From an optimization exercise on the open Yosys and OpenROAD flow, aimed at small area; shortcuts taken in it are not production practice.
The RTL was checked by simulation tests, not by an equivalence proof against the original design.
No activity file was given, so power comes from the tool's default toggle rates.

==> flow/design.v <==
`default_nettype none
package bdar_pkg;
  localparam int NUM_BUTTONS_DEF = 6;
  localparam int CNT_W           = 16;
  localparam int CFG_W           = 16;
  localparam int CFG_IDX_W       = 2;
  localparam logic [CNT_W-1:0] DEBOUNCE_RST = 16'd50;
  localparam logic [CNT_W-1:0] DELAY_RST    = 16'd300;
  localparam logic [CNT_W-1:0] INTERVAL_RST = 16'd300;
  typedef enum logic [CFG_IDX_W-1:0] {
    CFG_DEBOUNCE = 2'd0,
    CFG_DELAY    = 2'd1,
    CFG_INTERVAL = 2'd2
  } cfg_reg_e;
endpackage
`default_nettype wire
`default_nettype none
module bdar_lane (
  input  wire logic        clk_i,
  input  wire logic        rst_ni,
  input  wire logic        tick_i,
  input  wire logic        raw_i,
  input  wire logic [15:0] deb_n_i,
  input  wire logic [15:0] del_n_i,
  input  wire logic [15:0] int_n_i,
  input  wire logic        del_zero_i,
  output logic             ev_o,
  output logic             stable_o
);
  logic        stable_q, rep_q;
  logic [15:0] s_q, s_sum;
  logic [16:0] c_deb, c_del, c_int;
  logic        ge_deb, ge_del, ge_int;
  logic        chg, rel, pressed, arm, rpt, clr, sat, step, tclr;
  assign c_deb[1] = s_q[0] | deb_n_i[0];
  assign c_del[1] = s_q[0] | del_n_i[0];
  assign c_int[1] = s_q[0] | int_n_i[0];
  for (genvar i = 1; i < 16; i++) begin : g_cmp
    bdar_maj u_deb (.a_i(s_q[i]), .b_i(deb_n_i[i]), .c_i(c_deb[i]), .y_o(c_deb[i+1]));
    bdar_maj u_del (.a_i(s_q[i]), .b_i(del_n_i[i]), .c_i(c_del[i]), .y_o(c_del[i+1]));
    bdar_maj u_int (.a_i(s_q[i]), .b_i(int_n_i[i]), .c_i(c_int[i]), .y_o(c_int[i+1]));
  end
  assign ge_deb = c_deb[16];
  assign ge_del = c_del[16];
  assign ge_int = c_int[16];
  always_comb begin
    chg     = (raw_i ^ stable_q) & ge_deb;
    rel     = chg & raw_i;
    pressed = ~(stable_q ^ chg);
    arm     = pressed & ~rep_q & (chg ? del_zero_i : ge_del);
    rpt     = pressed & rep_q & ~chg & ge_int;
    clr     = chg | arm | rpt;
    sat     = &s_q;
    step    = tick_i & ~sat;
    tclr    = tick_i & clr;
    s_sum   = s_q + {15'd0, step};
    ev_o    = chg | rpt;
  end
  assign stable_o = stable_q;
  always_ff @(posedge clk_i or negedge rst_ni) begin
    if (!rst_ni) begin
      stable_q <= 1'b1;
      rep_q    <= 1'b0;
    end else if (tick_i) begin
      stable_q <= stable_q ^ chg;
      rep_q    <= (rep_q | arm) & ~rel;
    end
  end
  always_ff @(posedge clk_i or negedge rst_ni) begin
    if (!rst_ni) begin
      s_q <= 16'd1;
    end else begin
      s_q <= tclr ? 16'd1 : s_sum;
    end
  end
endmodule
module bdar_maj (
  input  wire logic a_i,
  input  wire logic b_i,
  input  wire logic c_i,
  output logic      y_o
);
  assign y_o = (a_i & b_i) | (c_i & (a_i | b_i));
endmodule
`default_nettype wire
`default_nettype none
module bdar_merge #(
  parameter int NUM_BUTTONS = 6,
  parameter int IDX_W       = 3
) (
  input  wire logic                   clk_i,
  input  wire logic                   rst_ni,
  input  wire logic                   in_valid_i,
  output logic                        in_ready_o,
  output logic                        in_acc_o,
  input  wire logic [NUM_BUTTONS-1:0] ev_i,
  input  wire logic [NUM_BUTTONS-1:0] stable_i,
  output logic                        evt_valid_o,
  input  wire logic                   evt_ready_i,
  output logic [IDX_W-1:0]            evt_button_index_o,
  output logic                        evt_event_kind_o,
  output logic                        evt_last_event_o
);
  logic [NUM_BUTTONS-1:0] pend_q, pend_d;
  logic [NUM_BUTTONS-1:0] rest;
  logic [IDX_W-1:0]       sel_idx;
  logic                   sel_kind;
  logic                   found;
  logic                   out_valid_q;
  logic [IDX_W-1:0]       out_idx_q;
  logic                   out_kind_q;
  logic                   out_last_q;
  logic                   out_load;
  logic                   any;
  always_comb begin
    sel_idx  = '0;
    sel_kind = 1'b0;
    found    = 1'b0;
    rest     = pend_q;
    for (int i = 0; i < NUM_BUTTONS; i++) begin
      if (pend_q[i] && !found) begin
        sel_idx  = IDX_W'(i);
        sel_kind = stable_i[i];
        rest[i]  = 1'b0;
        found    = 1'b1;
      end
    end
    any        = |pend_q;
    out_load   = any && (!out_valid_q || evt_ready_i);
    in_ready_o = !any || (out_load && (rest == '0));
    in_acc_o   = in_valid_i && in_ready_o;
    pend_d     = in_acc_o ? ev_i : (out_load ? rest : pend_q);
  end
  always_ff @(posedge clk_i or negedge rst_ni) begin
    if (!rst_ni) begin
      pend_q      <= '0;
      out_valid_q <= 1'b0;
    end else begin
      pend_q      <= pend_d;
      out_valid_q <= out_load | (out_valid_q & ~evt_ready_i);
    end
  end
  always_ff @(posedge clk_i) begin
    if (out_load) begin
      out_idx_q  <= sel_idx;
      out_kind_q <= sel_kind;
      out_last_q <= (rest == '0);
    end
  end
  assign evt_valid_o        = out_valid_q;
  assign evt_button_index_o = out_idx_q;
  assign evt_event_kind_o   = out_kind_q;
  assign evt_last_event_o   = out_last_q;
endmodule
`default_nettype wire
`default_nettype none
module button_debounce_auto_repeat (
  input  wire logic        clk_i,
  input  wire logic        rst_ni,
  input  wire logic        cfg_we_i,
  input  wire logic [1:0]  cfg_idx_i,
  input  wire logic [15:0] cfg_data_i,
  input  wire logic        tick_valid_i,
  output logic             tick_ready_o,
  input  wire logic [5:0]  tick_raw_buttons_i,
  output logic             evt_valid_o,
  input  wire logic        evt_ready_i,
  output logic [2:0]       evt_button_index_o,
  output logic             evt_event_kind_o,
  output logic             evt_last_event_o
);
  localparam int NUM_BUTTONS = bdar_pkg::NUM_BUTTONS_DEF;
  localparam int IdxW = (NUM_BUTTONS > 1) ? $clog2(NUM_BUTTONS) : 1;
  logic [15:0]            deb_n_q, del_n_q, int_n_q;
  logic                   del_zero;
  logic [NUM_BUTTONS-1:0] res_ev;
  logic [NUM_BUTTONS-1:0] stable;
  logic                   tick_acc;
  always_ff @(posedge clk_i or negedge rst_ni) begin
    if (!rst_ni) begin
      deb_n_q <= ~bdar_pkg::DEBOUNCE_RST;
      del_n_q <= ~bdar_pkg::DELAY_RST;
      int_n_q <= ~bdar_pkg::INTERVAL_RST;
    end else if (cfg_we_i) begin
      case (cfg_idx_i)
        bdar_pkg::CFG_DEBOUNCE: deb_n_q <= ~cfg_data_i;
        bdar_pkg::CFG_DELAY:    del_n_q <= ~cfg_data_i;
        bdar_pkg::CFG_INTERVAL: int_n_q <= ~cfg_data_i;
        default: ;
      endcase
    end
  end
  assign del_zero = &del_n_q;
  for (genvar g = 0; g < NUM_BUTTONS; g++) begin : g_lane
    bdar_lane u_lane (
      .clk_i      (clk_i),
      .rst_ni     (rst_ni),
      .tick_i     (tick_acc),
      .raw_i      (tick_raw_buttons_i[g]),
      .deb_n_i    (deb_n_q),
      .del_n_i    (del_n_q),
      .int_n_i    (int_n_q),
      .del_zero_i (del_zero),
      .ev_o       (res_ev[g]),
      .stable_o   (stable[g])
    );
  end
  bdar_merge #(
    .NUM_BUTTONS (NUM_BUTTONS),
    .IDX_W       (IdxW)
  ) u_merge (
    .clk_i              (clk_i),
    .rst_ni             (rst_ni),
    .in_valid_i         (tick_valid_i),
    .in_ready_o         (tick_ready_o),
    .in_acc_o           (tick_acc),
    .ev_i               (res_ev),
    .stable_i           (stable),
    .evt_valid_o        (evt_valid_o),
    .evt_ready_i        (evt_ready_i),
    .evt_button_index_o (evt_button_index_o),
    .evt_event_kind_o   (evt_event_kind_o),
    .evt_last_event_o   (evt_last_event_o)
  );
endmodule
`default_nettype wire
==> flow/run.sh <==
#!/bin/bash
# synth_recipe.tcl (not shown) runs the flow's synth.tcl, then flattens the netlist and writes it again
# the make line also repeats each setting of config.mk as NAME=value (left out here)
make -C /OpenROAD-flow-scripts/flow DESIGN_CONFIG=/design/flow/config.mk WORK_HOME=/design/flow/orfs CLKGATE_MAP_FILE= SYNTH_SCRIPT=/design/flow/synth_recipe.tcl finish
==> flow/config.mk <==
export PLATFORM = sky130hd
export DESIGN_NAME = button_debounce_auto_repeat
export DESIGN_NICKNAME = button_debounce_auto_repeat
export VERILOG_FILES = /design/flow/design.v
export SDC_FILE = /design/flow/constraint.sdc
export NUM_CORES = 4
export LEC_CHECK = 0
export CAP_MARGIN = 20
export CORE_MARGIN = 2
export CORE_UTILIZATION = 40
export CTS_BUF_LIST = sky130_fd_sc_hd__clkbuf_8
export CTS_CLUSTER_DIAMETER = 100
export CTS_CLUSTER_SIZE = 50
export SLEW_MARGIN = 20
export SYNTH_HIERARCHICAL = 1
==> flow/constraint.sdc <==
create_clock -name core_clock -period 8.0 [get_ports {clk_i}]
set_input_delay 1.6000 -clock core_clock [delete_from_list [all_inputs] [get_ports {clk_i}]]
set_output_delay 1.6000 -clock core_clock [all_outputs]
set_load 0.01 [all_outputs]
==> impl_results.md, run 1 <==
- Outcome: no timing/DRC/antenna violations
- Placed cell area: approximately 0.012 mm²
- ANT nets after route: 0
- Clock root cell: clkbuf_8
- Routability congestion estimate from global placement: roughly 0.78
- Leak: 5.43 nW
- # DRC: 0
- Largest net degree at the start of global routing: 60
- Setup ws final: about 1.3 ns
- Mean Syn Cell Area: about 11 µm²
- Max-Slew Margin vs Limit: 0.443
- Clock Tree Buf Depth: 2
- CP Data Arrival Time: 7.06 ns
- Layout net count: 1157
- Minimum clock period: 6.66 ns
- Resize count post-CTS: 0
- Critical Path Start Type: flip-flop
- Initial DRC count: around 510
- Fmax: between 0.15 and 0.2 GHz
- Initial Util: 0.406
- FP Rows: 62
- Post-Route Setup TNS: 0 ns
- IO Port Bufs: 35
- Worst EP required: 8.40 ns
- Initial antenna violation count: 0
- Via density: approximately 5.6
- RSZ-0062 raised after global routing: no
- Clk_skew: ~0.020 ns
- Post-synthesis sequential area ratio: 0.367
- Max_cap viols: 0
- Post-synth ARST share: 0.970
- Hold path depth: 2
- Final Max Slew Viols: 0
- Cell variety after synth: between 40 and 50
- DP Worst Slack: 1.36 ns
- Hold Crit Class: reg -> reg
- Number of synthesized flops with an enable pin: 5
- Clock slew at reported path FFs: 0.12 ns
- Wire length per cell: between 20 and 25 µm
- Top FF cell, synth: dfrtp_1
- Worst slew pin tran: between 0.8 and 0.9 ns
- GRT Overall Usage: 0.211
- Worst-path fanout max: 16
- Tcrit/Tclk final: 0.833
- Setup crit end kind: flip-flop
- Syn Nets: 1132
- CTS tree: built
- Worst r2r src: g_lane[3].u_lane.s_q[0]$_DFF_PN1_
- Setup Viol. Count Final: 0
- CTS Buf Count: 17
- Core Region: 0.0288 mm²
- H-tree Lvls: 4
- Cell area after synthesis: 0.0117 mm²
- N_diodes: 0
- Detailed Routing Iterations Pass 1: 5
- WL final: between 30 and 40 mm
- Syn. warnings: 9
- DP Wirelength: ~21 mm
- Worst skew pair latency: ~0.48 ns
- GRT overflow: 0
- Reg2reg end: g_lane[3].u_lane.s_q[0]$_DFF_PN1_
- First-pass GRT wire length: just under 50 mm
- Reg2reg path depth: 20
- Hold Buf Count CTS: 0
- Die W: 175 µm
- Worst Hold Path EP: deb_n_q[0]$_DFFE_PN1P_
- Layout fillers: approximately 2.7k
- Postcts setup bufs: 0
- Design Area, Final: 0.0127 mm²
- I/O pin cnt: 36
- Clock Sinks: ~170
- Die H: approximately 170 µm
- Via count: 8418
- HP Start: deb_n_q[0]$_DFFE_PN1P_
- Die ar.: between 0.03 and 0.04 mm²
- Fraction of layout cells with a size suffix above 1: 0.363
- Peak VDD IR: 112 µV
- Cells after Synth: around 1.1k
- Power density over the cells: 236 mW/mm²
- Reg2reg setup slack: around 1.3 ns
- P&R area growth vs syn: 8.97%
- Fin. Hold Viols: 0
- Flops & latches, synth: about 170
- Vias in the first global route: approximately 8.2k
- Setup CP Type: reg -> reg
[cells by family (layout without fill, tap and decap cells)]
kind of cell    count (synthesis)  in the layout  share of synthesized area
buf+inv                        97            135                     0.0404
xor+xnor                       78             78                     0.0584
compound gates                109            109                     0.0670
flops                         168            168                      0.367
simple gates                  303            303                      0.147
mux                            54             54                     0.0469
fa+ha+maj                     282            282                      0.273
[worst max-delay path: stages (launching register included)]
cell	delay (ns)
dfstp_2	0.43
or2_2	0.31
maj3_2	0.31
maj3_2	0.31
maj3_2	0.31
maj3_2	0.31
maj3_2	0.31
maj3_2	0.31
maj3_2	0.32
maj3_2	0.31
maj3_2	0.31
maj3_2	0.31
maj3_2	0.31
maj3_2	0.31
maj3_2	0.31
maj3_2	0.31
maj3_2	0.36
a22oi_1	0.25
a21oi_1	0.10
o21a_1	0.41
or2_2	0.38
[worst max path at each step]
stage                                 startpoint                            endpoint  cells after the start
2_1_floorplan  g_lane[0].u_lane.s_q[0]$_DFF_PN1_  g_lane[0].u_lane.s_q[10]$_DFF_PN0_                     21
3_3_place_gp   g_lane[3].u_lane.s_q[0]$_DFF_PN1_   g_lane[3].u_lane.s_q[0]$_DFF_PN1_                     20
3_5_place_dp   g_lane[3].u_lane.s_q[0]$_DFF_PN1_   g_lane[3].u_lane.s_q[0]$_DFF_PN1_                     20
4_1_cts        g_lane[3].u_lane.s_q[0]$_DFF_PN1_   g_lane[3].u_lane.s_q[0]$_DFF_PN1_                     20
5_1_grt        g_lane[5].u_lane.s_q[0]$_DFF_PN1_   g_lane[5].u_lane.s_q[0]$_DFF_PN1_                     20
6_report       g_lane[3].u_lane.s_q[0]$_DFF_PN1_   g_lane[3].u_lane.s_q[0]$_DFF_PN1_                     20
[per-module statistics from Yosys (local to each module, per instance), excerpt]
module	cells	area (µm²)	times used
button_debounce_auto_repeat	158	2020	1
bdar_maj	1	11.3	270
bdar_lane	100	998	6
[layout by cell type (no fill, tap or decap), types with 12 or more instances in the layout]
master	Yosys	layout
or2_2	25	25
nor2_1	78	78
xor2_1	72	72
a21oi_1	28	28
nand4_1	53	53
dfstp_2	49	49
nand3_1	24	24
o21a_1	13	13
inv_1	62	62
dfrtp_1	114	114
and4_1	12	12
nor3_1	16	16
or4_1	13	13
clkdlybuf4s50_1	0	34
maj3_2	270	270
nand2_1	30	30
o31ai_1	12	12
and3_1	12	12
ha_1	12	12
clkbuf_8	0	17
mux2i_1	48	48
[sequential cells by signal, indices dropped and copies added (netlist names)]
register                flops
deb_n_q                    16
int_n_q                    16
g_lane.u_lane.stable_q      6
u_merge.out_valid_q         1
u_merge.out_kind_q          1
u_merge.pend_q              6
g_lane.u_lane.s_q          96
u_merge.out_last_q          1
g_lane.u_lane.rep_q         6
del_n_q                    16
u_merge.out_idx_q           3
[through the flow]
stage | total power [mW] | hold WS (ns) | util | instances
finish | 3.00 | 0.548 | 0.443 | 1513
global route | 3.20 | 0.569 | 0.443 | 1513
CTS | 3.03 | 0.542 | 0.443 | 1513
detailed placement | 2.38 | 0.524 | 0.428 | 1481
global placement | 2.37 | 0.519 | 0.428 | 1481
floorplan | 2.07 | 0.467 | - | 1091
[report_power, final]
part / total [mW] / internal [mW] / switching (mW)
Clock: 0.641 / 0.240 / 0.401
Sequential: 1.48 / 1.05 / 0.435
Combinational: 0.881 / 0.528 / 0.353
Total: 3.00 / 1.82 / 1.19
[synth_stat cells (7+ instances only)]
master    number  area [µm²]
o21a_1        13        97.6
ha_1          12         150
and4_1        12         105
o31ai_1       12        90.1
nand3_1       24         120
o21ai_0        9        45.0
a21oi_1       28         140
and2_1         7        43.8
inv_1         62         233
buf_2          8        40.0
nor2_1        78         293
or2_2         25         156
nor3_1        16        80.1
xor2_1        72         631
dfstp_2       49        1290
a21boi_0       7        52.6
mux2i_1       48         480
nand2_1       30         113
clkbuf_1      14        52.6
nand2b_1       8        50.1
dfrtp_1      114        2850
and3_1        12        75.1
or4_1         13        97.6
maj3_2       270        3040
buf_6         10         113
nand4_1       53         332
[layout make-up]
| cell class | instances | area [µm²] | area share |
|---|---|---|---|
| inverter | 62 | 233 | 0.0183 |
| sequential | 168 | 4290 | 0.337 |
| clock inverter | 15 | 178 | 0.0139 |
| multi-input combinational | 826 | 6930 | 0.544 |
| clock buffer | 17 | 234 | 0.0184 |
| tap | 384 | 480 | 0.0377 |
| timing repair buffer | 41 | 397 | 0.0311 |
[metal layers]
| layer | part of all wire | vias to the layer above | track usage | wire [µm] |
|---|---|---|---|---|
| met4 | 0.017 | 0 | 0.0556 | 547 |
| met3 | 0.039 | 29 | 0.0333 | 1220 |
| li1 | - | 4015 | - | - |
| met2 | 0.46 | 200 | 0.340 | 14300 |
| met5 | 0 | - | 0 | 0 |
| met1 | 0.49 | 4174 | 0.296 | 15300 |
==> run 2, diff against run 1 <==
--- a/flow/config.mk
+++ b/flow/config.mk
@@ -8,8 +8,5 @@
 export CAP_MARGIN = 20
 export CORE_MARGIN = 2
 export CORE_UTILIZATION = 40
-export CTS_BUF_LIST = sky130_fd_sc_hd__clkbuf_8
-export CTS_CLUSTER_DIAMETER = 100
-export CTS_CLUSTER_SIZE = 50
 export SLEW_MARGIN = 20
 export SYNTH_HIERARCHICAL = 1
==> impl_results.md, run 2 <==
- Outcome: no timing/DRC/antenna violations
- Layout fillers: 2704 (-0.99%)
- CP Data Arrival Time: 7.03 ns (-0.03 ns)
- Largest net degree at the start of global routing: 60 (unchanged)
- Flops & latches, synth: 168 (unchanged)
- Vias in the first global route: 8190 (-0.27%)
- Crit path max-delay family: adder cells
- Cell variety after synth: 48 (unchanged)
- Setup Viol. Count Final: 0 (unchanged)
- Leak: 5.52 nW (+1.6%)
- Critical Path Source: g_lane[3].u_lane.s_q[0]$_DFF_PN1_
- Hold Buf Count CTS: 0 (unchanged)
- Worst slew pin tran: 0.856 ns (+0.0196 ns)
- Max_cap viols: 0 (unchanged)
- Worst skew pair latency: 0.45 ns (-0.03 ns)
- Layout net count: 1157 (unchanged)
- GRT Overall Usage: 0.212 (+0.000727)
- Switch Pwr: 1.22 mW (+2.5%)
- IO Port Bufs: 35 (unchanged)
- Post-Route Setup TNS: 0 ns (unchanged)
- Met2 Resource Use GR: 0.345 (+0.00428)
- Initial Util: 0.406 (unchanged)
- Routability congestion estimate from global placement: 0.784 (unchanged)
- Sw Ratio: 0.379 (-0.0170)
- Finished Core Util: 0.449 (+0.00665)
- Setup crit end kind: flip-flop
- Die ar.: 0.0306 mm² (unchanged)
- P&R area growth vs syn: 10.6%
- Fraction of layout cells with a size suffix above 1: 0.363 (unchanged)
- Count leader, synth: maj3_2
- H-tree Lvls: 4 (unchanged)
- Detailed Routing Iterations Pass 1: 5 (unchanged)
- Core Region: 0.0288 mm² (unchanged)
- Pint: 2.00 mW (+10%)
- Hold path depth: 2 (unchanged)
- # DRC: 0 (unchanged)
- Grt peak-use layer: met2
- Die H: 175 µm (unchanged)
- Post-synth ARST share: 0.970 (unchanged)
- Worst EP required: 8.37 ns (-0.03 ns)
- Final Non-Filler Cells: 1513 (unchanged)
- Syn. warnings: 9 (unchanged)
- FP Rows: 62 (unchanged)
- Die W: 175 µm (unchanged)
- Reg2reg setup slack: 1.34 ns (about the same)
- CTS Buf Count: 17 (unchanged)
- Clock root cell: clkbuf_16
- Final Max Slew Viols: 0 (unchanged)
- Via count: 8415 (-0.036%)
- Most used cell, CP: maj3_2
- Clock Tree Buf Depth: 2 (unchanged)
- Resize count post-CTS: 0 (unchanged)
- Highest-count cells in the layout ignoring fill and taps: 270 x maj3_2, 114 x dfrtp_1, 78 x nor2_1
- WL final: 31.5 mm (+0.31%)
- Top FF cell, synth: dfrtp_1
- Reg2reg path depth: 20 (unchanged)
- Mean Syn Cell Area: 10.7 µm² (unchanged)
- Via density: 5.56 (about the same)
- First-pass GRT wire length: 49.7 mm (+0.33%)
- Worst path depth: 20 (unchanged)
- Reg2reg end: g_lane[3].u_lane.s_q[0]$_DFF_PN1_
- Cell area after synthesis: 0.0117 mm² (unchanged)
- Setup CP Type: reg -> reg
- CTS tree: built
- Post-synth top area share: 0.260 (unchanged)
- Most flop-heavy register: g_lane.u_lane.s_q
- Postcts setup bufs: 0 (unchanged)
- N_diodes: 0 (unchanged)
- Fin. Hold Viols: 0 (unchanged)
- Post-synth top area cell: maj3_2
- Clock Sinks: 168 (unchanged)
- Max reg flops: 96 (unchanged)
- Minimum clock period: 6.66 ns (-0.00145 ns)
- Commonest cells in the netlist: 270 x maj3_2, 114 x dfrtp_1, 78 x nor2_1, 72 x xor2_1, 62 x inv_1
- Cells after Synth: 1091 (unchanged)
- Peak VDD IR: 138 µV (+23%)
- Clk pwr share: 0.265 (+0.052)
- Critical path, cell by cell: or2_2 -> maj3_2 -> maj3_2 -> maj3_2 -> maj3_2 -> maj3_2 -> maj3_2 -> maj3_2 -> maj3_2 -> maj3_2 -> maj3_2 -> maj3_2 -> maj3_2 -> maj3_2 -> maj3_2 -> maj3_2 -> a22oi_1 -> a21oi_1 -> o21a_1 -> or2_2
- Wire length per cell: 20.8 µm (+0.31%)
- Commonest non-fill, non-tap cell in the layout: maj3_2
- Met1 Usage GRT: 0.296 (-0.000495)
- ANT nets after route: 0 (unchanged)
- Placed cell count: 1481 (unchanged)
- Worst r2r src: g_lane[3].u_lane.s_q[0]$_DFF_PN1_
- DP Wirelength: 21.4 mm (unchanged)
- Sequential standard cell area: 0.00429 mm² (unchanged)
- Worst-path fanout max: 16 (unchanged)
- Worst path slowest cell: dfstp_2
- Initial antenna violation count: 0 (unchanged)
- Clock slew at reported path FFs: 0.08 ns (-0.04 ns)
- Area occupied by multi-input gates: 0.00693 mm² (unchanged)
- Max-Slew Margin vs Limit: 0.430 (-0.0131)
- Crit path capture: g_lane[3].u_lane.s_q[0]$_DFF_PN1_
- Buf/Inv on CP: 0 (unchanged)
- GR Util met3: 0.0344 (+0.00109)
- Hold Crit Class: reg -> reg
- I/O pin cnt: 36 (unchanged)
- Sequential share of power: 0.461 (-0.033)
- Initial DRC count: 530 (+4.5%)
- Synth top area cells: maj3_2 26%, dfrtp_1 24%, dfstp_2 11%
- Clk_skew: 0.0111 ns (-0.00900 ns)
- Post-synthesis sequential area ratio: 0.367 (unchanged)
- Power density over the cells: 249 mW/mm² (+5.5%)
- Number of synthesized flops with an enable pin: 5 (unchanged)
- Tcrit/Tclk final: 0.833 (about the same)
- Comb pwr share: 0.274 (-0.019)
- Syn Nets: 1132 (unchanged)
- RSZ-0062 raised after global routing: no
- Fmax: 0.150 GHz (about the same)
- GRT overflow: 0 (unchanged)
- Critical Path Start Type: flip-flop
- CP max stage delay: 0.42 ns (about the same)
## run 2: cell families (layout without fill, tap and decap cells)
family                   after synthesis  in the layout  share of synthesized area
multiplexers                          54             54                     0.0469
AO/OA/AOI/OAI                        109            109                     0.0670
adder cells (fa/ha/maj)              282            282                      0.273
buffers and inverters                 97            135                     0.0404
AND/OR/NAND/NOR                      303            303                      0.147
flip-flops                           168            168                      0.367
XOR/XNOR                              78             78                     0.0584
## run 2: worst min-delay path by stage
stage                                start                     end
finish              deb_n_q[0]$_DFFE_PN1P_  deb_n_q[0]$_DFFE_PN1P_
global route        int_n_q[0]$_DFFE_PN1P_  int_n_q[0]$_DFFE_PN1P_
CTS                 deb_n_q[0]$_DFFE_PN1P_  deb_n_q[0]$_DFFE_PN1P_
detailed placement  deb_n_q[0]$_DFFE_PN1P_  deb_n_q[0]$_DFFE_PN1P_
global placement    deb_n_q[0]$_DFFE_PN1P_  deb_n_q[0]$_DFFE_PN1P_
floorplan           deb_n_q[0]$_DFFE_PN1P_  deb_n_q[0]$_DFFE_PN1P_
## run 2: per-layer routing
layer  routed length [µm]  up-vias
met3                 1240       37
met4                  504        0
met5                    0        -
met1                15300     4166
met2                14400      188
li1                     -     4024
## run 2: power groups by stage
stage	registers [mW]	clock network (mW)	logic (mW)
4_1_cts	1.48	0.875	0.892
3_3_place_gp	1.49	0	0.875
5_1_grt	1.52	0.908	0.981
3_5_place_dp	1.50	0	0.886
2_1_floorplan	1.30	0	0.763
6_report	1.48	0.854	0.880
## run 2: layout make-up
type / instances / area share
tap: 384 / 0.0372
timing repair buffer: 41 / 0.0307
multi-input combinational: 826 / 0.536
sequential: 168 / 0.332
clock inverter: 15 / 0.0137
clock buffer: 17 / 0.0329
inverter: 62 / 0.0180
## run 2: worst register-to-register path, delay by kind of cell (launching register included)
family	cells	cell delay, ns
AO/OA/AOI/OAI	3	0.76
adder cells (fa/ha/maj)	15	4.71
flip-flops	1	0.42
AND/OR/NAND/NOR	2	0.70
## run 2: stage by stage
| step | worst slack (ns) | power (mW) | hold WS [ns] | area [µm²] |
|---|---|---|---|---|
| detailed placement | 1.36 | 2.38 | 0.524 | 12300 |
| CTS | 1.35 | 3.25 | 0.536 | 12900 |
| finish | 1.34 | 3.22 | 0.539 | 12900 |
| global route | 1.14 | 3.41 | 0.563 | 12900 |
| global placement | 1.38 | 2.37 | 0.519 | 12300 |
| floorplan | 1.83 | 2.07 | 0.467 | 11700 |
## run 2: modules after synthesis (local to each module, per instance), a selection
module                       copies in the design  area [µm²]  flops+latches  cells
bdar_maj                                      270        11.3              0      1
bdar_lane                                       6         998             18    100
button_debounce_auto_repeat                     1        2020             48    158
==> run 3, diff against run 2 <==
--- a/flow/config.mk
+++ b/flow/config.mk
@@ -7,6 +7,6 @@
 export LEC_CHECK = 0
 export CAP_MARGIN = 20
 export CORE_MARGIN = 2
-export CORE_UTILIZATION = 40
+export CORE_UTILIZATION = 65
 export SLEW_MARGIN = 20
 export SYNTH_HIERARCHICAL = 1
==> impl_results.md, run 3 <==
- Hold Buf Count CTS: 0 (unchanged)
- Fin. Hold Viols: 0 (unchanged)
- Pint: 2.07 mW (+3.6%)
- Setup CP Type: reg -> reg
- Design Area, Final: 0.0127 mm² (-1.5%)
- Initial DRC count: 538 (+1.5%)
- Vias in the first global route: 8204 (+0.17%)
- Routability congestion estimate from global placement: 0.908 (+16%)
- Initial Util: 0.658 (+0.251)
- Highest-count cells in the layout ignoring fill and taps: 270 x maj3_2, 114 x dfrtp_1, 78 x nor2_1
- Clock root cell: clkbuf_16
- CTS Buf Count: 17 (unchanged)
- P&R area growth vs syn: 8.92%
- Detailed Routing Iterations Pass 1: 5 (unchanged)
- Worst skew pair latency: 0.44 ns (about the same)
- Max-Slew Margin vs Limit: 0.280 (-0.149)
- Setup crit end kind: flip-flop
- DP Wirelength: 20.4 mm (-4.6%)
- Hold path depth: 2 (unchanged)
- Commonest cells in the netlist: 270 x maj3_2, 114 x dfrtp_1, 78 x nor2_1, 72 x xor2_1, 62 x inv_1
- Max reg flops: 96 (unchanged)
- Setup Viol. Count Final: 0 (unchanged)
- Syn. warnings: 9 (unchanged)
- Tcrit/Tclk final: 0.832 (about the same)
- Via count: 8429 (+0.17%)
- GRT overflow: 0 (unchanged)
- FP Rows: 49 (-21%)
- Most flop-heavy register: g_lane.u_lane.s_q
- Top FF cell, synth: dfrtp_1
- Switch Pwr: 1.12 mW (-8.3%)
- Cell variety after synth: 48 (unchanged)
- Die W: 138 µm (-21%)
- Setup ws final: 1.34 ns (+0.00474 ns)
- Final Max Slew Viols: 0 (unchanged)
- Commonest non-fill, non-tap cell in the layout: maj3_2
- Largest net degree at the start of global routing: 85 (+42%)
- Number of synthesized flops with an enable pin: 5 (unchanged)
- Count leader, synth: maj3_2
- Worst-path fanout max: 16 (unchanged)
- Die H: 138 µm (-21%)
- Layout net count: 1156 (-0.086%)
- Postcts setup bufs: 0 (unchanged)
- Via density: 6.21 (+12%)
- Power density over the cells: 250 mW/mm² (+0.62%)
- CTS tree: built
- I/O pin cnt: 36 (unchanged)
- WL final: 28.2 mm (-10%)
- Mean Syn Cell Area: 10.7 µm² (unchanged)
- Clock Tree Buf Depth: 2 (unchanged)
- RSZ-0062 raised after global routing: no
- Syn Nets: 1132 (unchanged)
- Placed cell area: 0.0121 mm² (-1.6%)
- Hold Slack: 0.523 ns (-0.0164 ns)
- Post-Route Setup TNS: 0 ns (unchanged)
- Fraction of layout cells with a size suffix above 1: 0.361 (-0.00234)
- Cell area after synthesis: 0.0117 mm² (unchanged)
- Placed cell count: 1325 (-11%)
- Wire length per cell: 20.8 µm (about the same)
- DP Worst Slack: 1.39 ns (+0.0276 ns)
- Final Non-Filler Cells: 1357 (-10%)
- Critical Path Start Type: flip-flop
- Sw Ratio: 0.350 (-0.0282)
- Post-synthesis sequential area ratio: 0.367 (unchanged)
- Leak: 5.51 nW (-0.12%)
- Minimum clock period: 6.66 ns (-0.00474 ns)
- Sequential share of power: 0.450 (-0.011)
- Post-synth top area share: 0.260 (unchanged)
- Post-synth top area cell: maj3_2
- Post-synth ARST share: 0.970 (unchanged)
- Clk_skew: 0.0112 ns (+0.000128 ns)
- Synth top area cells: maj3_2 26%, dfrtp_1 24%, dfstp_2 11%
- Worst EP required: 8.36 ns (about the same)
- Clock Sinks: 168 (unchanged)
- Peak VDD IR: 235 µV (+70%)
- # DRC: 0 (unchanged)
- CP Data Arrival Time: 7.02 ns (about the same)
- Reg2reg path depth: 20 (unchanged)
- Core Region: 0.0178 mm² (-38%)
- Max_cap viols: 0 (unchanged)
- Worst slew pin tran: 1.08 ns (+0.224 ns)
- Clock slew at reported path FFs: 0.06 ns (-0.02 ns)
- N_diodes: 0 (unchanged)
- ANT nets after route: 0 (unchanged)
- Clk pwr share: 0.268 (+0.003)
- Hold Crit Class: reg -> reg
- Fmax: 0.150 GHz (about the same)
- Cells after Synth: 1091 (unchanged)
- GRT Overall Usage: 0.301 (+0.0891)
- Outcome: no timing/DRC/antenna violations
- Comb pwr share: 0.282 (+0.008)
- Resize count post-CTS: 0 (unchanged)
- Die ar.: 0.0191 mm² (-38%)
- Flops & latches, synth: 168 (unchanged)
- H-tree Lvls: 4 (unchanged)
- IO Port Bufs: 35 (unchanged)
- First-pass GRT wire length: 45.6 mm (-8.3%)
- Initial antenna violation count: 0 (unchanged)
[run 3: cell counts after synthesis]
No cell type changed its count.
[run 3: cells by family (layout without fill, tap and decap cells)]
| logic type | Yosys count | in the layout | share of synthesized area |
|---|---|---|---|
| and+or+nand+nor | 303 | 303 | 0.147 |
| adders and majority gates | 282 | 282 | 0.273 |
| DFF | 168 | 168 | 0.367 |
| AOI/OAI and AO/OA | 109 | 109 | 0.0670 |
| buffers and inverters | 97 | 134 | 0.0404 |
| xor gates and xnor gates | 78 | 78 | 0.0584 |
| muxes | 54 | 54 | 0.0469 |
[run 3: cell type report]
cell class	instances	area, µm²
multi-input cells	826	6930
fillers	1347	5040
flip-flops and latches	168	4290
clock buffers	18	429
repair buffers	40	393
well taps	229	287
inverters	62	233
clock inverters	14	175
[run 3: per-stage QoR]
step,utilization,total power [mW]
finish,0.716,3.19
global route,0.716,3.36
CTS,0.716,3.20
detailed placement,0.682,2.35
global placement,0.682,2.32
floorplan,-,2.07
[run 3: final timing paths]
path / startpoint / to / slack [ns]
hold reg to reg: deb_n_q[0]$_DFFE_PN1P_ / deb_n_q[0]$_DFFE_PN1P_ / 0.52
min in group asynchronous: rst_ni / g_lane[2].u_lane.rep_q$_DFFE_PN0P_ / 1.20
setup reg to reg: g_lane[3].u_lane.s_q[0]$_DFF_PN1_ / g_lane[3].u_lane.s_q[0]$_DFF_PN1_ / 1.34
hold / removal: deb_n_q[0]$_DFFE_PN1P_ / deb_n_q[0]$_DFFE_PN1P_ / 0.52
setup / recovery: g_lane[3].u_lane.s_q[0]$_DFF_PN1_ / g_lane[3].u_lane.s_q[0]$_DFF_PN1_ / 1.34
max in group asynchronous: rst_ni / deb_n_q[1]$_DFFE_PN0P_ / 5.62
[run 3: routing by layer]
| metal | wire, µm | up-vias | track usage |
|---|---|---|---|
| li1 | - | 4032 | - |
| met3 | 1510 | 50 | 0.0547 |
| met1 | 12700 | 4122 | 0.412 |
| met2 | 13300 | 225 | 0.490 |
| met4 | 745 | 0 | 0.0977 |
| met5 | 0 | - | 0 |
[run 3: worst max-delay path, cell delays in order (launching register included)]
cell and delay [ns]:
dfstp_2 0.40, or2_2 0.30, maj3_2 0.31, maj3_2 0.31, maj3_2 0.31, maj3_2 0.31
maj3_2 0.31, maj3_2 0.31, maj3_2 0.31, maj3_2 0.31, maj3_2 0.31, maj3_2 0.31
maj3_2 0.31, maj3_2 0.32, maj3_2 0.32, maj3_2 0.31, maj3_2 0.36, a22oi_1 0.25
a21oi_1 0.11, o21a_1 0.41, or2_2 0.39
[run 3: modules after synthesis (local to each module, per instance), a selection]
module	copies in the design	area (µm²)	cells inside
bdar_maj	270	11.3	1
button_debounce_auto_repeat	1	2020	158
bdar_lane	6	998	100
[run 3: power by group through the flow]
| stage | clock network (mW) | logic [mW] | registers (mW) |
|---|---|---|---|
| after floorplan | 0 | 0.763 | 1.30 |
| final | 0.855 | 0.899 | 1.43 |
| after CTS | 0.865 | 0.905 | 1.43 |
| after detailed placement | 0 | 0.900 | 1.45 |
| after global placement | 0 | 0.880 | 1.44 |
| after global routing | 0.905 | 0.990 | 1.47 |
==> run 4, diff against run 3 <==
--- a/flow/design.v
+++ b/flow/design.v
@@ -28,21 +28,22 @@
   output logic             stable_o
 );
   logic        stable_q, rep_q;
-  logic [15:0] s_q, s_sum;
-  logic [16:0] c_deb, c_del, c_int;
+  logic [15:0] s_q, s_d;
+  logic [16:0] k;
+  logic [8:1]  c_deb, c_del, c_int;
   logic        ge_deb, ge_del, ge_int;
-  logic        chg, rel, pressed, arm, rpt, clr, sat, step, tclr;
-  assign c_deb[1] = s_q[0] | deb_n_i[0];
-  assign c_del[1] = s_q[0] | del_n_i[0];
-  assign c_int[1] = s_q[0] | int_n_i[0];
-  for (genvar i = 1; i < 16; i++) begin : g_cmp
-    bdar_maj u_deb (.a_i(s_q[i]), .b_i(deb_n_i[i]), .c_i(c_deb[i]), .y_o(c_deb[i+1]));
-    bdar_maj u_del (.a_i(s_q[i]), .b_i(del_n_i[i]), .c_i(c_del[i]), .y_o(c_del[i+1]));
-    bdar_maj u_int (.a_i(s_q[i]), .b_i(int_n_i[i]), .c_i(c_int[i]), .y_o(c_int[i+1]));
-  end
-  assign ge_deb = c_deb[16];
-  assign ge_del = c_del[16];
-  assign ge_int = c_int[16];
+  logic        chg, rel, pressed, arm, rpt, clr, sat, tclr;
+  bdar_cmp_lo u_deb0 (.a_i(s_q[1:0]), .b_i(deb_n_i[1:0]), .y_o(c_deb[1]));
+  bdar_cmp_lo u_del0 (.a_i(s_q[1:0]), .b_i(del_n_i[1:0]), .y_o(c_del[1]));
+  bdar_cmp_lo u_int0 (.a_i(s_q[1:0]), .b_i(int_n_i[1:0]), .y_o(c_int[1]));
+  for (genvar i = 1; i < 8; i++) begin : g_cmp
+    bdar_cmp2 u_deb (.a_i(s_q[2*i+1:2*i]), .b_i(deb_n_i[2*i+1:2*i]), .c_i(c_deb[i]), .y_o(c_deb[i+1]));
+    bdar_cmp2 u_del (.a_i(s_q[2*i+1:2*i]), .b_i(del_n_i[2*i+1:2*i]), .c_i(c_del[i]), .y_o(c_del[i+1]));
+    bdar_cmp2 u_int (.a_i(s_q[2*i+1:2*i]), .b_i(int_n_i[2*i+1:2*i]), .c_i(c_int[i]), .y_o(c_int[i+1]));
+  end
+  assign ge_deb = c_deb[8];
+  assign ge_del = c_del[8];
+  assign ge_int = c_int[8];
   always_comb begin
     chg     = (raw_i ^ stable_q) & ge_deb;
     rel     = chg & raw_i;
@@ -51,10 +52,18 @@
     rpt     = pressed & rep_q & ~chg & ge_int;
     clr     = chg | arm | rpt;
     sat     = &s_q;
-    step    = tick_i & ~sat;
     tclr    = tick_i & clr;
-    s_sum   = s_q + {15'd0, step};
     ev_o    = chg | rpt;
+  end
+  assign k[0] = tick_i & ~sat;
+  for (genvar i = 0; i < 16; i++) begin : g_cnt
+    bdar_cnt_bit #(.ONE(i == 0)) u_bit (
+      .s_i   (s_q[i]),
+      .k_i   (k[i]),
+      .clr_i (tclr),
+      .d_o   (s_d[i]),
+      .k_o   (k[i+1])
+    );
   end
   assign stable_o = stable_q;
   always_ff @(posedge clk_i or negedge rst_ni) begin
@@ -70,17 +79,41 @@
     if (!rst_ni) begin
       s_q <= 16'd1;
     end else begin
-      s_q <= tclr ? 16'd1 : s_sum;
-    end
-  end
-endmodule
-module bdar_maj (
-  input  wire logic a_i,
-  input  wire logic b_i,
-  input  wire logic c_i,
-  output logic      y_o
-);
-  assign y_o = (a_i & b_i) | (c_i & (a_i | b_i));
+      s_q <= s_d;
+    end
+  end
+endmodule
+module bdar_cmp2 (
+  input  wire logic [1:0] a_i,
+  input  wire logic [1:0] b_i,
+  input  wire logic       c_i,
+  output logic            y_o
+);
+  logic c1;
+  assign c1  = (a_i[0] & b_i[0]) | (c_i & (a_i[0] | b_i[0]));
+  assign y_o = (a_i[1] & b_i[1]) | (c1 & (a_i[1] | b_i[1]));
+endmodule
+module bdar_cmp_lo (
+  input  wire logic [1:0] a_i,
+  input  wire logic [1:0] b_i,
+  output logic            y_o
+);
+  logic c1;
+  assign c1  = a_i[0] | b_i[0];
+  assign y_o = (a_i[1] & b_i[1]) | (c1 & (a_i[1] | b_i[1]));
+endmodule
+module bdar_cnt_bit #(
+  parameter bit ONE = 1'b0
+) (
+  input  wire logic s_i,
+  input  wire logic k_i,
+  input  wire logic clr_i,
+  output logic      d_o,
+  output logic      k_o
+);
+  logic sum;
+  assign {k_o, sum} = {1'b0, s_i} + {1'b0, k_i};
+  assign d_o = clr_i ? ONE : sum;
 endmodule
 `default_nettype wire
 `default_nettype none
--- a/flow/config.mk
+++ b/flow/config.mk
@@ -7,6 +7,9 @@
 export LEC_CHECK = 0
 export CAP_MARGIN = 20
 export CORE_MARGIN = 2
-export CORE_UTILIZATION = 65
+export CORE_UTILIZATION = 60
+export CTS_BUF_LIST = sky130_fd_sc_hd__clkbuf_8
+export CTS_CLUSTER_DIAMETER = 100
+export CTS_CLUSTER_SIZE = 50
 export SLEW_MARGIN = 20
 export SYNTH_HIERARCHICAL = 1
==> impl_results.md, run 4 <==
- Outcome: no timing/DRC/antenna violations
- GRT overflow: 0 (unchanged)
- Reg2reg setup slack: 2.89 ns (+1.55 ns)
- CTS Buf Count: 17 (unchanged)
- Mean Syn Cell Area: 9.57 µm² (-11%)
- Setup ws final: 1.76 ns (+0.419 ns)
- Hold Buf Count CTS: 0 (unchanged)
- Core Region: 0.0188 mm² (+5.6%)
- Peak VDD IR: 219 µV (-7.0%)
- Cells after Synth: 1205 (+10%)
- Clock slew at reported path FFs: 0.10 ns (+0.04 ns)
- Die ar.: 0.0203 mm² (+6.6%)
- Setup Viol. Count Final: 0 (unchanged)
- First-pass GRT wire length: 48.1 mm (+5.5%)
- Critical Path Start Type: input port
- Worst-path fanout max: 8 (-8)
- Placed cell area: 0.0121 mm² (-0.14%)
- HP Start: int_n_q[1]$_DFFE_PN1P_
- Critical Path Source: evt_ready_i
- WL final: 29.8 mm (+5.6%)
- Die H: 143 µm (+3.2%)
- Post-synth ARST share: 0.970 (unchanged)
- Multiplexer share of the synthesized area: 0.0554 (+0.00849)
- Fraction of layout cells with a size suffix above 1: 0.161 (-0.200)
- Commonest cells in the netlist: 162 x nand2_1, 130 x a21oi_1, 126 x o21ai_1, 126 x o22ai_1, 114 x dfrtp_1
- Setup CP Type: in -> reg
- XOR/XNOR Fraction of Synth Area: 0 (-0.0584)
- Routability congestion estimate from global placement: 0.888 (-2.3%)
- H-tree Lvls: 4 (unchanged)
- Synth top area cells: dfrtp_1 25%, dfstp_2 11%, nor2b_4 11%
- Syn. warnings: 9 (unchanged)
- Count leader, synth: nand2_1
- Simple-Gate Fraction of Synth Area: 0.201 (+0.0536)
- Vias in the first global route: 8736 (+6.5%)
- Post-synthesis adder-cell area fraction: 0.104 (-0.169)
- Hold Crit Class: reg -> reg
- Wire length per cell: 19.9 µm (-4.4%)
- Cell variety after synth: 43 (-10%)
- Most flop-heavy register: g_lane.u_lane.s_q
- P&R area growth vs syn: 8.80%
- Highest-count cells in the layout ignoring fill and taps: 162 x nand2_1, 130 x a21oi_1, 126 x o22ai_1, 126 x o21ai_1, 114 x dfrtp_1
- Area occupied by multi-input gates: 0.00691 mm² (-0.23%)
- Post-synth top area cell: dfrtp_1
- N_diodes: 0 (unchanged)
- Clock Tree Buf Depth: 2 (unchanged)
- Post-Route Setup TNS: 0 ns (unchanged)
- Layout fillers: 1555 (+15%)
- Top FF cell, synth: dfrtp_1
- CP Data Arrival Time: 6.58 ns (-0.44 ns)
- Max_cap viols: 0 (unchanged)
- DP Worst Slack: 1.30 ns (-0.0872 ns)
- Worst r2r src: u_merge.pend_q[0]$_DFFE_PN0P_
- Reg2reg end: g_lane[3].u_lane.s_q[15]$_DFF_PN0_
- Design Area, Final: 0.0125 mm² (-1.5%)
- GRT Overall Usage: 0.304 (+0.00312)
- Fmax: 0.160 GHz (+6.7%)
- Largest net degree at the start of global routing: 89 (+4.7%)
- DP Wirelength: 21.4 mm (+4.9%)
- Fin. Hold Viols: 0 (unchanged)
- Hold path depth: 2 (unchanged)
- Worst Hold Path EP: int_n_q[1]$_DFFE_PN1P_
- Initial DRC count: 835 (+55%)
- Postcts setup bufs: 0 (unchanged)
- Post-synthesis sequential area ratio: 0.372 (+0.00526)
- Final Non-Filler Cells: 1499 (+10%)
- Die W: 143 µm (+3.2%)
- Initial Util: 0.614 (-0.0434)
- Tcrit/Tclk final: 0.780 (-0.0523)
- CTS tree: built
- Minimum clock period: 6.24 ns (-0.419 ns)
- Max-Slew Margin vs Limit: 0.282 (+0.00190)
- Via density: 6.36 (+2.5%)
- IO Port Bufs: 35 (unchanged)
- Clock root cell: clkbuf_8
- Power density over the cells: 251 mW/mm² (about the same)
- Commonest non-fill, non-tap cell in the layout: nand2_1
- Clock Sinks: 168 (unchanged)
- Max reg flops: 96 (unchanged)
- Flops & latches, synth: 168 (unchanged)
- Layout net count: 1377 (+19%)
- Resize count post-CTS: 0 (unchanged)
- Setup crit end kind: flip-flop
- # DRC: 0 (unchanged)
- Synth Area in Compound Gates: 0.239 (+0.172)
- Detailed Routing Iterations Pass 1: 5 (unchanged)
- Worst skew pair latency: 0.47 ns (+0.03 ns)
- Post-synth top area share: 0.247 (-0.0126)
- Worst slew pin tran: 1.08 ns (-0.00285 ns)
- FP Rows: 50 (+2.0%)
- Initial antenna violation count: 0 (unchanged)
- ANT nets after route: 0 (unchanged)
- Syn Nets: 1330 (+17%)
- Worst EP required: 8.34 ns (-0.02 ns)
- Final Max Slew Viols: 0 (unchanged)
- Main combinational cell family by area after synthesis: compound AO/OA/AOI/OAI gates
- Cell area after synthesis: 0.0115 mm² (-1.4%)
- RSZ-0062 raised after global routing: no
- I/O pin cnt: 36 (unchanged)
- Leak: 5.62 nW (+2.0%)
- Sequential standard cell area: 0.00429 mm² (unchanged)
- Placed cell count: 1467 (+11%)
- Number of synthesized flops with an enable pin: 5 (unchanged)
- Reg2reg path depth: 23 (+15%)
- Clk_skew: 0.0131 ns (+0.00189 ns)
- Via count: 9541 (+13%)
-- run 4: final cells by class --
class,instances,share of cell area
Inverter,62,0.0186
Timing Repair Buffer,39,0.0304
Sequential cell,168,0.342
Tap cell,234,0.0233
Clock inverter,14,0.0147
Multi-Input combinational cell,964,0.551
Clock buffer,18,0.0198
-- run 4: through the flow --
stage / power (mW) / utilization / hold slack, ns
global placement: 2.44 / 0.645 / 0.528
floorplan: 2.10 / - / 0.468
CTS: 3.14 / 0.668 / 0.546
finish: 3.14 / 0.668 / 0.542
global route: 3.36 / 0.668 / 0.581
detailed placement: 2.46 / 0.645 / 0.533
-- run 4: worst max-delay path by stage --
stage	endpoint	cells past startpoint	slack, ns
after global routing	g_lane[3].u_lane.s_q[15]$_DFF_PN0_	24	1.54
after detailed placement	g_lane[3].u_lane.s_q[15]$_DFF_PN0_	24	1.30
after floorplan	g_lane[0].u_lane.s_q[15]$_DFF_PN0_	24	1.96
final	g_lane[3].u_lane.s_q[15]$_DFF_PN0_	24	1.76
after CTS	g_lane[3].u_lane.s_q[15]$_DFF_PN0_	24	1.80
after global placement	g_lane[3].u_lane.s_q[15]$_DFF_PN0_	24	1.41
-- run 4: power breakdown --
part | internal [mW] | leakage (nW) | switching (mW)
Sequential | 1.07 | 2.08 | 0.449
Combinational | 0.503 | 3.32 | 0.441
Clock | 0.325 | 0.217 | 0.355
-- run 4: critical path, stage by stage --
cell and delay (ns):
clkdlybuf4s50_1 0.40, nor2b_1 0.34, o21ai_0 0.14, a32o_1 0.37, and2_1 0.36, inv_1 0.18
nor2_1 0.07, ha_1 0.18, ha_1 0.18, ha_1 0.18, ha_1 0.18, ha_1 0.18
ha_1 0.18, ha_1 0.18, ha_1 0.18, ha_1 0.18, ha_1 0.21, ha_1 0.20
ha_1 0.18, ha_1 0.18, ha_1 0.18, ha_1 0.18, ha_1 0.26, nor2b_4 0.12
-- run 4: cells by family (layout without fill, tap and decap cells) --
kind of cell             after synthesis  count (layout)
adder cells (fa/ha/maj)               96              96
AND/OR/NAND/NOR                      333             333
flip-flops                           168             168
multiplexers                          60              60
AO/OA/AOI/OAI                        475             475
buffers and inverters                 73             133
-- run 4: layer usage --
metal / vias up / routed length [µm] / global-route usage
met2: 300 / 13700 / 0.483
met4: 0 / 444 / 0.0745
met1: 4587 / 13900 / 0.437
met5: - / 0 / 0
met3: 51 / 1700 / 0.0508
li1: 4603 / - / -
-- run 4: per-module statistics from Yosys, one instance, submodules excluded, excerpt --
module,flip-flops and latches,area (µm²),times used
bdar_lane,18,596,6
bdar_cmp_lo,0,16.3,18
button_debounce_auto_repeat,48,2020,1
bdar_cmp2,0,20.0,126
==> run 5, diff against run 4 <==
==> flow/flow/run.sh (new file) <==
#!/bin/bash
# The standard layout, with three changes: every cell goes to its smallest
# drive strength after floorplanning (downsize.tcl), the ports get buf_1
# buffers, and CTS uses clkbuf_8 in large clusters without dummy loads.
set -euo pipefail
here=$(pwd)
export POST_FLOORPLAN_TCL="$here/flow/downsize.tcl"
export BUFFER_PORTS_ARGS="-buffer_cell sky130_fd_sc_hd__buf_1"
export CTS_ARGS="-sink_clustering_enable -repair_clock_nets -buf_list sky130_fd_sc_hd__clkbuf_8 -sink_clustering_size 50 -sink_clustering_max_diameter 100 -dont_use_dummy_load"
bash standard.sh finish > "$here/standard_flow.log" 2>&1
==> flow/flow/downsize.tcl (new file) <==
# Put every cell on the smallest drive strength of its own function (same
# name up to the _N suffix), skipping cells on the don't-use list. The
# placement's repair_design then buffers or sizes up what needs it.
set db [ord::get_db]
set block [ord::get_db_block]
set dont_use {}
if { [info exists ::env(DONT_USE_CELLS)] } {
  set dont_use $::env(DONT_USE_CELLS)
}
proc my_is_dont_use { name pats } {
  foreach p $pats {
    if { [string match $p $name] } { return 1 }
  }
  return 0
}
set swapped 0
set saved 0
foreach inst [$block getInsts] {
  set m [$inst getMaster]
  set name [$m getName]
  if { ![regexp {^(sky130_fd_sc_hd__[a-z0-9]+)_([0-9]+)$} $name -> base sz] } { continue }
  set best $m
  set best_area [expr { [$m getWidth] * [$m getHeight] }]
  foreach n {0 1 2 3 4 6 8 12 16} {
    set cand [$db findMaster "${base}_$n"]
    if { $cand == "NULL" || $cand == "" } { continue }
    if { [my_is_dont_use "${base}_$n" $dont_use] } { continue }
    set a [expr { [$cand getWidth] * [$cand getHeight] }]
    if { $a < $best_area } {
      set best $cand
      set best_area $a
    }
  }
  if { $best != $m } {
    set saved [expr { $saved + [$m getWidth] * [$m getHeight] - $best_area }]
    $inst swapMaster $best
    incr swapped
  }
}
puts "downsize: swapped $swapped cells, saved [expr { $saved / 1.0e6 }] um^2"
==> flow/standard.sh (new file) <==
#!/bin/bash
# synth_recipe.tcl (not shown) runs the flow's synth.tcl, then flattens the netlist and writes it again
# the make line also repeats each setting of config.mk as NAME=value (left out here)
make -C /OpenROAD-flow-scripts/flow DESIGN_CONFIG=/design/flow/config.mk WORK_HOME=/design/flow/orfs CLKGATE_MAP_FILE= SYNTH_SCRIPT=/design/flow/synth_recipe.tcl "${@:-finish}"
--- a/flow/config.mk
+++ b/flow/config.mk
@@ -8,8 +8,5 @@
 export CAP_MARGIN = 20
 export CORE_MARGIN = 2
 export CORE_UTILIZATION = 60
-export CTS_BUF_LIST = sky130_fd_sc_hd__clkbuf_8
-export CTS_CLUSTER_DIAMETER = 100
-export CTS_CLUSTER_SIZE = 50
 export SLEW_MARGIN = 20
 export SYNTH_HIERARCHICAL = 1
removed: flow/run.sh
==> impl_results.md, run 5 <==
- Outcome: no timing/DRC/antenna violations
- # DRC: 0 (unchanged)
- Worst path slowest cell: a32o_1
- Crit path capture: g_lane[2].u_lane.s_q[15]$_DFF_PN0_
- Number of synthesized flops with an enable pin: 5 (unchanged)
- N_diodes: 0 (unchanged)
- DP Worst Slack: 1.62 ns (+0.317 ns)
- Post-synth ARST share: 0.970 (unchanged)
- Clock root cell: clkbuf_8
- Worst-path fanout max: 24 (+16)
- Initial DRC count: 697 (-17%)
- Highest-count cells in the layout ignoring fill and taps: 162 x nand2_1, 136 x a21oi_1, 126 x o22ai_1, 126 x o21ai_1, 114 x dfrtp_1
- Clock Tree Buf Depth: 2 (unchanged)
- Worst slew pin tran: 1.05 ns (-0.0298 ns)
- Finished Core Util: 0.608 (-0.0603)
- Detailed Routing Iterations Pass 1: 5 (unchanged)
- Cell variety after synth: 43 (unchanged)
- Buf/Inv on CP: 3 (+1)
- Reg2reg end: g_lane[2].u_lane.s_q[15]$_DFF_PN0_
- Most flop-heavy register: g_lane.u_lane.s_q
- Post-Route Setup TNS: 0 ns (unchanged)
- Hold Slack: 0.532 ns (-0.0103 ns)
- Worst path depth: 25 (+4.2%)
- Post-synthesis sequential area ratio: 0.372 (unchanged)
- Post-synth top area cell: dfrtp_1
- Worst EP required: 8.29 ns (-0.05 ns)
- Via density: 6.31 (-0.81%)
- Hold Buf Count CTS: 0 (unchanged)
- Syn. warnings: 9 (unchanged)
- Cell area after synthesis: 0.0115 mm² (unchanged)
- Fmax: 0.168 GHz (+4.7%)
- Reg2reg setup slack: 2.81 ns (-0.08 ns)
- Routability congestion estimate from global placement: 0.850 (-4.2%)
- Setup crit end kind: flip-flop
- Max-Slew Margin vs Limit: 0.302 (+0.0199)
- Top FF cell, synth: dfrtp_1
- CTS tree: built
- Tcrit/Tclk final: 0.745 (-0.0348)
- Count leader, synth: nand2_1
- Setup ws final: 2.04 ns (+0.279 ns)
- Clk_skew: 0.0373 ns (+0.0243 ns)
- ANT nets after route: 0 (unchanged)
- Postcts setup bufs: 0 (unchanged)
- Die ar.: 0.0203 mm² (unchanged)
- RSZ-0062 raised after global routing: no
- Placed cell count: 1468 (+0.068%)
- I/O pin cnt: 36 (unchanged)
- Worst r2r src: u_merge.pend_q[0]$_DFFE_PN0P_
- Mean Syn Cell Area: 9.57 µm² (unchanged)
- Die W: 143 µm (unchanged)
- Clock Sinks: 168 (unchanged)
- Peak VDD IR: 224 µV (+2.3%)
- Fraction of layout cells with a size suffix above 1: 0.0647 (-0.0965)
- First-pass GRT wire length: 46.3 mm (-3.7%)
- Initial Util: 0.614 (unchanged)
- Vias in the first global route: 8358 (-4.3%)
- Minimum clock period: 5.96 ns (-0.279 ns)
- Cells after Synth: 1205 (unchanged)
- P&R area growth vs syn: -1.02%
- FP Rows: 50 (unchanged)
- Die H: 143 µm (unchanged)
- Initial antenna violation count: 0 (unchanged)
- Fin. Hold Viols: 0 (unchanged)
- Critical Path Source: evt_ready_i
- DP Wirelength: 21.2 mm (-1.0%)
- Largest net degree at the start of global routing: 74 (-17%)
- Main combinational cell family by area after synthesis: compound AO/OA/AOI/OAI gates
- Met1 Wirelength: 13.7 mm (-1.2%)
- Final Non-Filler Cells: 1485 (-0.93%)
- Setup CP Type: in -> reg
- Post-synthesis adder-cell area fraction: 0.104 (unchanged)
- Leak: 5.33 nW (-5.2%)
- Reg2reg path depth: 24 (+4.3%)
- Critical Path Start Type: input port
- Multiplexer share of the synthesized area: 0.0554 (unchanged)
- Commonest non-fill, non-tap cell in the layout: nand2_1
- Worst skew pair latency: 0.46 ns (about the same)
- Wire length per cell: 19.4 µm (-2.3%)
- Max reg flops: 96 (unchanged)
- Top sig layer: met4
- CTS Buf Count: 17 (unchanged)
- Max_cap viols: 0 (unchanged)
- Synth Area in Compound Gates: 0.239 (unchanged)
- Core Region: 0.0188 mm² (unchanged)
- CP max stage delay: 0.37 ns (-0.03 ns)
- Power density over the cells: 244 mW/mm² (-2.8%)
- Clock slew at reported path FFs: 0.07 ns (-0.03 ns)
- Hold Crit Class: reg -> reg
- Crit path max-delay family: adder cells
- Simple-Gate Fraction of Synth Area: 0.201 (unchanged)
- Post-synth top area share: 0.247 (unchanged)
- Synth top area cells: dfrtp_1 25%, dfstp_2 11%, nor2b_4 11%
- GRT Overall Usage: 0.292 (-0.0124)
- Met3 WL post-DR: 1.58 mm (-7.3%)
- H-tree Lvls: 4 (unchanged)
- Most used cell, CP: ha_1
- Final Max Slew Viols: 0 (unchanged)
- Resize count post-CTS: 0 (unchanged)
- WL final: 28.8 mm (-3.2%)
- Via count: 9375 (-1.7%)
- GRT overflow: 0 (unchanged)
- Layout net count: 1378 (+0.073%)
- Flops & latches, synth: 168 (unchanged)
- Routed length on met2: 13.1 mm (-4.5%)
- Commonest cells in the netlist: 162 x nand2_1, 130 x a21oi_1, 126 x o21ai_1, 126 x o22ai_1, 114 x dfrtp_1
- XOR/XNOR Fraction of Synth Area: 0 (unchanged)
- CP Data Arrival Time: 6.25 ns (-0.33 ns)
- IO Port Bufs: 35 (unchanged)
- Syn Nets: 1330 (unchanged)
- Setup Viol. Count Final: 0 (unchanged)
==> run 5: how the worst min path moves through the flow <==
stage          slack, ns  depth (start not counted)                     startpoint                            end
6_report            0.53                          2         int_n_q[1]$_DFFE_PN1P_         int_n_q[1]$_DFFE_PN1P_
3_5_place_dp        0.52                          2         int_n_q[1]$_DFFE_PN1P_         int_n_q[1]$_DFFE_PN1P_
2_1_floorplan       0.47                          2  u_merge.pend_q[2]$_DFFE_PN0P_  u_merge.out_valid_q$_DFF_PN0_
5_1_grt             0.55                          2         int_n_q[1]$_DFFE_PN1P_         int_n_q[1]$_DFFE_PN1P_
3_3_place_gp        0.52                          2         int_n_q[1]$_DFFE_PN1P_         int_n_q[1]$_DFFE_PN1P_
4_1_cts             0.53                          2         int_n_q[1]$_DFFE_PN1P_         int_n_q[1]$_DFFE_PN1P_
==> run 5: Yosys stat by module, one instance, submodules excluded, excerpt <==
module / flops+latches / area, µm²
bdar_cmp_lo: 0 / 16.3
bdar_lane: 18 / 596
button_debounce_auto_repeat: 48 / 2020
bdar_cmp2: 0 / 20.0
==> run 5: final cells by class <==
cell class / instances / area, µm²
Multi-Input combinational cell: 964 / 6180
Sequential cell: 168 / 4290
Fill cell: 1644 / 7360
Inverter: 62 / 233
Tap cell: 234 / 293
Timing Repair Buffer: 40 / 176
Clock buffer: 17 / 234
==> run 5: worst min-delay path: stages, from the launching register on <==
cell and delay (ns):
dfstp_2 0.41, inv_1 0.06, mux2i_1 0.06
==> run 5: logic make-up (layout without fill, tap and decap cells) <==
family / after synthesis / count (layout)
flip-flops: 168 / 168
adder cells (fa/ha/maj): 96 / 96
AO/OA/AOI/OAI: 475 / 475
AND/OR/NAND/NOR: 333 / 333
multiplexers: 60 / 60
buffers and inverters: 73 / 119
==> run 5: through the flow <==
step           area (µm²)  total power, mW
2_1_floorplan       11500             2.10
3_3_place_gp        11200             2.29
3_5_place_dp        11200             2.30
4_1_cts             11400             2.78
5_1_grt             11400             2.99
6_report            11400             2.78
==> run 5: power breakdown <==
group	total [mW]	internal [mW]	switching, mW
registers	1.51	1.07	0.439
logic	0.799	0.384	0.415
clock network	0.471	0.188	0.283
==> run 5: per-layer routing <==
| layer | global-route usage | vias up |
|---|---|---|
| met5 | 0 | - |
| li1 | - | 4589 |
| met2 | 0.467 | 265 |
| met1 | 0.418 | 4494 |
| met3 | 0.0474 | 27 |
| met4 | 0.0667 | 0 |

[static timing again, ports no longer ideal]
How much do the figures lean on ideal ports? The routed layouts below were timed once more, with nothing changed but the port constraints. Step 1 sets driving cells, clkbuf_16 on the clock port and buf_2 on the other inputs (assumed; they add their load-dependent delay and slew). Step 2 adds t to the input delays and takes it off the output delays; t is the mean of the earliest and latest rising clock arrival at the registers after step 1. Input paths then give back, and output paths get back, about the clock's delay inside the block. Three values: ideal, step 1, step 2; two values: the first two.
| run | shift t [ns] | setup WS [ns] | worst slew at a driven data input, ns |
|---|---|---|---|
| run 1 | 0.515 | 1.338 / 1.338 / 1.338 | 0.05 |
| run 2 | 0.492 | 1.340 / 1.340 / 1.340 | 0.05 |
| run 3 | 0.479 | 1.344 / 1.344 / 1.344 | 0.06 |
| run 4 | 0.506 | 1.763 / 1.781 / 1.275 | 0.05 |
| run 5 | 0.486 | 2.042 / 2.061 / 1.575 | 0.05 |
After both steps setup and hold are still met in every run listed. The setup slack of run 4, which loses most, moves by +0.018 ns with the drivers and by -0.488 ns with both steps.
